This is an optimization exercise on Yosys and OpenROAD, whose aim is small area and a short achievable clock period, not a production implementation. Function was checked by simulation only, so behaviour that the tests miss may differ from the original. No activity file was given, so power comes from the tool's default toggle rates.

<file path="run.sh">
#!/bin/bash
# synth_recipe.tcl (not shown) runs the flow's synth.tcl, then flattens the netlist and writes it again
# the make line also repeats each setting of config.mk as NAME=value (left out here)
make -C /OpenROAD-flow-scripts/flow DESIGN_CONFIG=/design/flow/config.mk WORK_HOME=/design/flow/orfs CLKGATE_MAP_FILE= SYNTH_SCRIPT=/design/flow/synth_recipe.tcl finish
</file>
<file path="config.mk">
export PLATFORM = sky130hd
export DESIGN_NAME = fetch_unit
export DESIGN_NICKNAME = fetch_unit
export VERILOG_FILES = /design/flow/design.v
export SDC_FILE = /design/flow/constraint.sdc
export NUM_CORES = 4
export LEC_CHECK = 0
export CAP_MARGIN = 20
export CORE_MARGIN = 2
export CORE_UTILIZATION = 40
export SETUP_SLACK_MARGIN = 0.15
export SLEW_MARGIN = 20
</file>
<file path="constraint.sdc">
create_clock -name core_clock -period 4.1 [get_ports {clk}]
set_input_delay 0.8200 -clock core_clock [delete_from_list [all_inputs] [get_ports {clk}]]
set_output_delay 0.8200 -clock core_clock [all_outputs]
set_load 0.01 [all_outputs]
</file>
<file path="design.v">
package cpu_pkg;
  localparam int unsigned OPCODE_W = 4;
  localparam int unsigned IMM_W    = 4;
  localparam int unsigned INSTR_W  = OPCODE_W + IMM_W;
  localparam logic [OPCODE_W-1:0] HALT_OPCODE_DEFAULT = 4'hF;
  typedef enum logic [1:0] {
    ST_IDLE,
    ST_RUN,
    ST_DRAIN,
    ST_HALT
  } fetch_state_t;
endpackage
import cpu_pkg::*;
module instr_mem #(
  parameter int unsigned DEPTH = 256,
  parameter int unsigned AW    = 8
) (
  input  logic               clk,
  input  logic               we,
  input  logic [AW-1:0]      waddr,
  input  logic [cpu_pkg::INSTR_W-1:0] wdata,
  input  logic [AW-1:0]      raddr,
  output logic [cpu_pkg::INSTR_W-1:0] rdata
);
  logic [INSTR_W-1:0] mem [DEPTH];
  always_ff @(posedge clk) begin
    if (we) mem[waddr] <= wdata;
  end
  assign rdata = mem[raddr];
endmodule
import cpu_pkg::*;
module fetch_unit #(
  parameter int unsigned                   MEM_DEPTH   = 256,
  parameter logic [cpu_pkg::OPCODE_W-1:0]  HALT_OPCODE = cpu_pkg::HALT_OPCODE_DEFAULT
) (
  input  logic         clk,
  input  logic         rst_n,
  input  logic         start,
  input  logic         prog_we,
  input  logic [7:0]   prog_addr,
  input  logic [7:0]   prog_data,
  output logic [7:0]   instr_out,
  output logic         instr_valid,
  input  logic         instr_ready,
  input  logic         jump_en,
  input  logic [7:0]   jump_target,
  output logic [7:0]   pc_out,
  output logic         halted
);
  localparam int unsigned AW = (MEM_DEPTH > 1) ? $clog2(MEM_DEPTH) : 1;
  cpu_pkg::fetch_state_t state_q, state_d;
  logic [AW-1:0]      pc_q, pc_d;
  logic [INSTR_W-1:0] instr_q, instr_d;
  logic               valid_q, valid_d;
  logic [INSTR_W-1:0] mem_rdata;
  logic               loadable;
  assign loadable = (state_q == ST_IDLE) || (state_q == ST_HALT);
  instr_mem #(
    .DEPTH (MEM_DEPTH),
    .AW    (AW)
  ) u_mem (
    .clk   (clk),
    .we    (prog_we && loadable),
    .waddr (prog_addr[AW-1:0]),
    .wdata (prog_data),
    .raddr (pc_q),
    .rdata (mem_rdata)
  );
  always_ff @(posedge clk or negedge rst_n) begin
    if (!rst_n) begin
      state_q <= ST_IDLE;
      pc_q    <= '0;
      instr_q <= '0;
      valid_q <= 1'b0;
    end else begin
      state_q <= state_d;
      pc_q    <= pc_d;
      instr_q <= instr_d;
      valid_q <= valid_d;
    end
  end
  always_comb begin
    state_d = state_q;
    pc_d    = pc_q;
    instr_d = instr_q;
    valid_d = valid_q;
    unique case (state_q)
      ST_IDLE, ST_HALT: begin
        if (start) begin
          pc_d    = '0;
          valid_d = 1'b0;
          state_d = ST_RUN;
        end
      end
      ST_RUN: begin
        if (jump_en) begin
          pc_d    = jump_target[AW-1:0];
          valid_d = 1'b0;
        end else if (!valid_q || instr_ready) begin
          instr_d = mem_rdata;
          valid_d = 1'b1;
          pc_d    = pc_q + AW'(1);
          if (mem_rdata[INSTR_W-1 -: OPCODE_W] == HALT_OPCODE) state_d = ST_DRAIN;
        end
      end
      ST_DRAIN: begin
        if (jump_en) begin
          pc_d    = jump_target[AW-1:0];
          valid_d = 1'b0;
          state_d = ST_RUN;
        end else if (valid_q && instr_ready) begin
          valid_d = 1'b0;
          state_d = ST_HALT;
        end
      end
      default: state_d = ST_IDLE;
    endcase
  end
  assign instr_out   = instr_q;
  assign instr_valid = valid_q;
  assign pc_out      = 8'(pc_q);
  assign halted      = (state_q == ST_HALT);
endmodule
</file>
==> run notes <==
layout make-up:
type,count,share of cell area
diodes,7,0.000186
inverters,8,0.000398
clock inverters,124,0.0134
well taps,2656,0.0352
flip-flops and latches,2067,0.657
repair buffers,543,0.0523
clock buffers,257,0.0576
multi-input cells,1364,0.184
sequential cells by signal, indices dropped and copies added (netlist names):
| signal | flops |
|---|---|
| instr_q | 8 |
| state_q | 2 |
| pc_q | 8 |
| valid_q | 1 |
| u_mem.mem | 2048 |
layout by cell type (no fill, tap or decap), types with 13 or more instances in the layout:
master / synthesis / final
a22oi_1: 44 / 44
nor2_1: 272 / 270
a21oi_1: 37 / 37
clkdlybuf4s50_1: 0 / 39
bufinv_16: 0 / 19
mux4_2: 553 / 553
mux2i_1: 111 / 111
nor2b_1: 19 / 15
clkbuf_16: 0 / 209
nand3_1: 31 / 27
o22ai_1: 21 / 21
buf_4: 27 / 439
clkinv_2: 0 / 33
a221oi_1: 18 / 18
edfxtp_1: 2048 / 2048
clkbuf_1: 115 / 46
mux2_2: 16 / 16
clkinv_1: 1 / 54
dfrtp_1: 19 / 13
nand2_1: 85 / 85
buf_12: 0 / 57
nand4_1: 14 / 14
o21ai_0: 26 / 26
a31oi_1: 14 / 14
a211oi_1: 13 / 13
cell usage after synthesis, types with 5 or more instances:
| cell type | instances |
|---|---|
| a211oi_1 | 13 |
| a21oi_1 | 37 |
| a221oi_1 | 18 |
| a22oi_1 | 44 |
| a31oi_1 | 14 |
| buf_1 | 25 |
| buf_2 | 49 |
| buf_4 | 27 |
| clkbuf_1 | 115 |
| dfrtp_1 | 19 |
| edfxtp_1 | 2048 |
| ha_1 | 5 |
| inv_1 | 5 |
| mux2_2 | 16 |
| mux2i_1 | 111 |
| mux4_2 | 553 |
| nand2_1 | 85 |
| nand2b_1 | 8 |
| nand3_1 | 31 |
| nand3b_1 | 5 |
| nand4_1 | 14 |
| nor2_1 | 272 |
| nor2b_1 | 19 |
| nor3_1 | 8 |
| o21ai_0 | 26 |
| o221ai_1 | 9 |
| o22ai_1 | 21 |
power groups by stage:
stage,registers [mW],logic (mW),clock network [mW]
global route,23.8,16.3,19.7
detailed placement,24.2,15.6,0
floorplan,23.9,8.84,0
global placement,24.2,15.6,0
CTS,23.8,15.6,18.9
finish,23.8,15.6,18.6
cells by family after synthesis:
family | count (synthesis)
and+or+nand+nor | 458
buffers and inverters | 227
AOI/OAI and AO/OA | 217
adders and majority gates | 5
xor gates and xnor gates | 4
muxes | 680
DFF | 2067
metal layers:
metal	routed length [um]	vias to the layer above
met5	0	-
li1	-	16465
met4	7540	0
met3	16200	321
met2	103000	1717
met1	88600	21778
stage by stage:
| step | hold WS, ns | utilization | total power [mW] | instance area, um2 |
|---|---|---|---|---|
| after floorplan | 0.516 | - | 32.7 | 80300 |
| after CTS | 0.495 | 0.472 | 58.4 | 94300 |
| after global placement | 0.589 | 0.439 | 39.8 | 87600 |
| after global routing | 0.527 | 0.473 | 59.8 | 94300 |
| final | 0.537 | 0.473 | 58.0 | 94300 |
| after detailed placement | 0.591 | 0.439 | 39.8 | 87600 |
final timing paths:
| path | start | end | slack (ns) | depth (start not counted) |
|---|---|---|---|---|
| setup / recovery | pc_q[3] | state_q[1] | 0.20 | 9 |
| hold / removal | prog_data[4] | u_mem.mem[59][4] | 0.54 | 1 |
| setup reg to reg | pc_q[3] | state_q[1] | 0.20 | 9 |
| hold reg to reg | state_q[1] | state_q[1] | 0.61 | 1 |
| max in group asynchronous | rst_n | pc_q[1] | 2.71 | 1 |
| min in group asynchronous | rst_n | state_q[0] | 0.59 | 1 |
timing repair:
item	in CTS	in global routing
setup buffers	1	4
resized for setup	1	1
setup endpoints to repair	1	2
==> run notes <==
status=finished clean; critical path launch point type=register; first-pass GRT wire length=306000 um; asr flop ratio synth=0.00919; drt drc=0; xor/xnor share of the synthesized area=0.000436; Post-synth EDFFs=2048; Hold Vio Cnt, Final=0; die width=452 um; max cap viols=0; Final HPWL DP=140000 um; Synth top area share=0.766; Slowest cell on crit path=nor2b_1; fin. max-slew vios=0; die area=204000 um2; Slew @ Worst Pin=1.11 ns; HP Class=in2reg; setup TNS=0 ns; CTS tree=yes; worst-path cell chain=nor2b_1 -> o2111ai_1 -> a21boi_0 -> nor4_1 -> buf_4 -> o32ai_1 -> nand4_1 -> mux2i_1 -> a221o_1; Final min period=3.90 ns; Internal Power=40.9 mW; synth warn=2; GR peak layer=met2; Main synth FF type=edfxtp_1; Synth Area in Compound Gates=0.0187; Place WS=0.139 ns; total CTS buffers=206; Psw=17.2 mW; Fmax achieved=256 MHz; initial core utilization=0.402; Port-buffer cells=47; final cell count without fillers=7026; Vias/cell=5.73; Simple-Gate Fraction of Synth Area=0.0243; P&R area growth vs syn=17.5%; 1st-pass router iterations=5; fin worst setup slack=0.201 ns; multiplexer share of the synthesized area=0.171; Rel. slew slack=0.258; Reg power frac=0.410; Syn Inst Count=3658; ANT nets after route=0; cell family with most CP delay=compound AO/OA/AOI/OAI gates; Rows=164; Fillers=16270; M3 GR Usage=0.0400; total routed wirelength=215000 um; Unique masters post-synth=61; critical path data required time=4.81 ns; kind of critical path=reg2reg; CP max stage delay=0.91 ns; Clock Pin Slew Worst Setup and Hold Paths=0.06 ns; Post-Synth Adder-Cell Area=0.000779; GRT met1 Usage=0.293; total global routing overflow=0; Final period util=0.951; Setup Skew=0.0459 ns; sequential share of the synthesized area=0.772; maximum VDD drop=0.516 mV; # H-tree levels=4; final setup fails=0; share of layout cells above drive strength 1=0.316; Yosys top cell by area=edfxtp_1; Skew-Pair Late Insertion Delay=0.84 ns; P_leak=29.4 nW; GR Layer Usage met2=0.332; GRT Total Usage=0.210; Storage cell area=62000 um2; core area=200000 um2; Clock Path Buffers=3; Power Dens Cells=615 nW/um2; area of the mapped netlist=80300 um2; GP Congestion=0.882; Avg Cell Area, Syn=22.0 um2; CP max FO=29; CTS sink count=2067; Die H=452 um; initial antenna violation count=10; RSZ-0062 raised after global routing=false; area of the multi-input gates=17300 um2; Synth area leaders=edfxtp_1, mux4_2, mux2i_1; clock power share=0.321; CP endpoint kind=register; Ports=48; largest family of logic cells by synthesized area=multiplexers; Seq cells post-synth=2067; syn_nets=3693; Hold-fix buffers, CTS=0; vias in the first global route=40184; largest net degree at the start of global routing=145; Final #Nets=4225; Comb pwr share=0.269; total number of vias=40281; Detailed Route Iter0 Violations=4959; Root Buffer=clkbuf_16; Crit path arrival time=4.61 ns; count of buffer and inverter cells on the critical path=1; Net Sw Frac=0.296; drt wl/cell=30.6 um; Placed Cells incl. Taps=6633

==> static timing again, ports no longer ideal <==
No port has a modelled driver above. Below, the same layout with a new extraction and two added sets of constraints. Step 1, drivers: a clkbuf_16 drives clk and a buf_2 each remaining input, both assumed. Step 2 adds t to the input delays and takes it off the output delays; t is the mean of the earliest and latest rising clock arrival at the registers after step 1. Input paths then give back, and output paths get back, about the clock's delay inside the block. Three values: ideal ports, drivers, drivers and shift; two values: the first two.
t (ns): 0.907
slack for setup (ns): 0.201 / 0.201 / 0.201
worst hold slack (ns): 0.537 / 0.489 / 0.609
After both steps setup and hold are still met in this run. The setup slack of this run moves by 0.000 ns with the drivers and by 0.000 ns with both steps.
